Context: an optimization exercise on an open-source flow, tuned for small area, a short achievable clock period and few clock cycles. The choices shown serve that exercise and are no tape-out recipe.
Only simulation tests tie the RTL to the original design; equivalence was not proved.
Power figures rest on the tool's default switching activity, not on a simulated workload.

Design protobuf_read_reply_decoder_top, start of the top module:
module protobuf_read_reply_decoder_top (
	input  wire logic                   clk,
	input  wire logic                   arst_n,
	input  wire logic                   bytes_valid,
	output logic                        bytes_ready,
	input  wire logic [rrd_pkg::DATA_W-1:0]      bytes_data_byte,
	input  wire logic                   bytes_end_of_message,
	output logic                        results_valid,
	input  wire logic                   results_ready,
	output logic [rrd_pkg::STATUS_W-1:0]         results_status_code,
	output logic [rrd_pkg::WORD_W-1:0]           results_throttle_ms,
	output logic                        results_value_present,
	output logic [rrd_pkg::LENGTH_W-1:0]         results_value_length,
	output logic [rrd_pkg::DATA_W-1:0]           results_value_byte,
	output logic [rrd_pkg::INDEX_W-1:0]          results_byte_index,
	output logic                        results_value_too_long,
	output logic                        results_stopped_early,
	output logic                        results_last_result
);
For scale: roughly 1700 cells after synthesis, about 30000 um^2 of cells after synthesis.
clock: 6.5 ns
lec_check: 0
cap_margin: 20
core_margin: 2
core_utilization: 40
cts_buf_list: sky130_fd_sc_hd__clkbuf_8
setup_slack_margin: 4.0
slew_margin: 20
run.sh (not shown) runs the stock make flow with config.mk's settings and CLKGATE_MAP_FILE= SYNTH_SCRIPT=/design/flow/synth_recipe.tcl, a recipe that flattens the netlist after the stock synthesis.
Testbench counts at the start, summed over its fixed seeds: cycles 51,327.
==> next run, changes <==
==> flow/flow/run.sh (new file) <==
#!/bin/bash
set -euo pipefail
export CTS_ARGS="-sink_clustering_enable -repair_clock_nets -dont_use_dummy_load"
bash standard.sh > standard_flow.log 2>&1
==> flow/standard.sh (new file) <==
#!/bin/bash
# synth_recipe.tcl (not shown) runs the flow's synth.tcl, then flattens the netlist and writes it again
# the make line also repeats each setting of config.mk as NAME=value (left out here)
make -C /OpenROAD-flow-scripts/flow DESIGN_CONFIG=/design/flow/config.mk WORK_HOME=/design/flow/orfs CLKGATE_MAP_FILE= SYNTH_SCRIPT=/design/flow/synth_recipe.tcl "${@:-finish}"
CORE_UTILIZATION = 60   (was 40)
CTS_BUF_LIST = not set   (was sky130_fd_sc_hd__clkbuf_8)
removed: flow/run.sh
The changed run finished clean.
Clock skew is lower by 0.0065 ns.
Synthesized area stays the same.
Synthesized cell count is unchanged.
Core utilization is higher by 23 points.
Wire length is lower by a few percent.
Global-route usage is higher by 9.0 points.
Worst setup slack is worse by 0.025 ns.
Cell area is lower slightly.
==> next run, changes <==
==> flow/run.sh (new file) <==
#!/bin/bash
# synth_recipe.tcl (not shown) runs the flow's synth.tcl, then flattens the netlist and writes it again
# the make line also repeats each setting of config.mk as NAME=value (left out here)
make -C /OpenROAD-flow-scripts/flow DESIGN_CONFIG=/design/flow/config.mk WORK_HOME=/design/flow/orfs CLKGATE_MAP_FILE= SYNTH_SCRIPT=/design/flow/synth_recipe.tcl finish
CORE_UTILIZATION = 40   (was 60)
SETUP_SLACK_MARGIN = 3.5   (was 4.0)
removed: flow/flow/run.sh
removed: flow/standard.sh
Worst hold slack improves by 0.013 ns.
Final area decreases by 2.7%.
First-iteration DRC count went down by 8.5%.
Cell count climbs by 10%.
Die area is higher by 49%.
Routed wire length goes down by 5.7%.
Combinational power decreases by 15%.
==> next run, changes <==
==> flow/flow/run.sh (new file) <==
#!/bin/bash
set -euo pipefail
export CTS_ARGS="-sink_clustering_enable -repair_clock_nets -dont_use_dummy_load -sink_clustering_size 24 -sink_clustering_max_diameter 200"
bash standard.sh > standard_flow.log 2>&1
==> flow/standard.sh (new file) <==
#!/bin/bash
# synth_recipe.tcl (not shown) runs the flow's synth.tcl, then flattens the netlist and writes it again
# the make line also repeats each setting of config.mk as NAME=value (left out here)
make -C /OpenROAD-flow-scripts/flow DESIGN_CONFIG=/design/flow/config.mk WORK_HOME=/design/flow/orfs CLKGATE_MAP_FILE= SYNTH_SCRIPT=/design/flow/synth_recipe.tcl "${@:-finish}"
SETUP_SLACK_MARGIN = 4.0   (was 3.5)
removed: flow/run.sh
Clock skew increases by 0.082 ns.
Via count rises by 2.4%.
Routed wire length grows by 6.8%.

--- another note on this design; it stands on its own ---

## protobuf_read_reply_decoder_top
module protobuf_read_reply_decoder_top (
	input  wire logic                   clk,
	input  wire logic                   arst_n,
	input  wire logic                   bytes_valid,
	output logic                        bytes_ready,
	input  wire logic [rrd_pkg::DATA_W-1:0]      bytes_data_byte,
	input  wire logic                   bytes_end_of_message,
	output logic                        results_valid,
	input  wire logic                   results_ready,
	output logic [rrd_pkg::STATUS_W-1:0]         results_status_code,
	output logic [rrd_pkg::WORD_W-1:0]           results_throttle_ms,
	output logic                        results_value_present,
	output logic [rrd_pkg::LENGTH_W-1:0]         results_value_length,
	output logic [rrd_pkg::DATA_W-1:0]           results_value_byte,
	output logic [rrd_pkg::INDEX_W-1:0]          results_byte_index,
	output logic                        results_value_too_long,
	output logic                        results_stopped_early,
	output logic                        results_last_result
);
Size in the first run: roughly 1800 cells after synthesis, ~750 flip-flops, ~72 I/O pins, ~30000 µm² of cells after synthesis.
Settings: LEC_CHECK=0, CAP_MARGIN=20, CORE_MARGIN=2, CORE_UTILIZATION=40, SETUP_SLACK_MARGIN=4.0, SLEW_MARGIN=20; clock period 6.5 ns.
standard.sh (not shown) runs the stock make flow with config.mk's settings and CLKGATE_MAP_FILE= SYNTH_SCRIPT=/design/flow/synth_recipe.tcl, a recipe that flattens the netlist after the stock synthesis.
==> flow/flow/run.sh <==
#!/bin/bash
set -euo pipefail
export CTS_ARGS="-sink_clustering_enable -repair_clock_nets -dont_use_dummy_load -sink_clustering_size 20 -sink_clustering_max_diameter 200"
bash standard.sh > standard_flow.log 2>&1
The first run passed the timing, design-rule and antenna checks.
Testbench counts at the start, summed over its fixed seeds: cycles 51,327.
Next try:
TNS_END_PERCENT = 30   (was unset)
The new run passed the timing, design-rule and antenna checks.
Setup slack degrades by 0.13 ns.
Global-route usage decreases by 0.79 points.
Flip-flop and latch count does not change.
Die area stays the same.
Routed wire length increases by 5.4%.
Clock skew decreases by 0.012 ns.
Cell area increases by 1.1%.
Sequential power hardly moves.
Area after synthesis stays the same.
First-iteration DRC count increases by 3.4%.
Register-to-register slack degrades by 0.11 ns.

==> re-timing with driven ports <==
The results above use ideal ports. As a check the final layouts listed here were re-extracted and re-timed, cells and wires unchanged.
Step 1 assumes that a clkbuf_16 drives the clock port and a buf_2 every other input.
Step 2 moves the port delays by t, midway between the first and last clock arrival at a register: inputs arrive t later, outputs are due t later. That takes back most of the time a late clock gives input paths.
Three values: ideal ports, drivers, drivers and shift; two values: the first two.
run	t (ns)	slack for setup (ns)	clock arrival spread, ns	worst register clock-pin slew, ns
the first run of note 1	0.802	3.799 / 3.731 / 3.370	0.050 / 0.050	0.07 / 0.07
the second run of note 1	0.653	3.775 / 3.775 / 3.499	0.042 / 0.042	0.07 / 0.07
the third run of note 1	0.680	3.421 / 3.421 / 2.962	0.030 / 0.030	0.06 / 0.06
the fourth run of note 1	0.616	3.953 / 3.885 / 3.543	0.110 / 0.110	0.11 / 0.11
the first run of note 2	0.655	3.931 / 3.864 / 3.442	0.072 / 0.072	0.09 / 0.09
the second run of note 2	0.642	3.798 / 3.736 / 3.453	0.059 / 0.060	0.09 / 0.09
After both steps setup and hold are still met in every run listed. For the first run of note 2, which loses most, drivers alone change the setup slack by -0.067 ns; drivers and shift together by -0.489 ns.
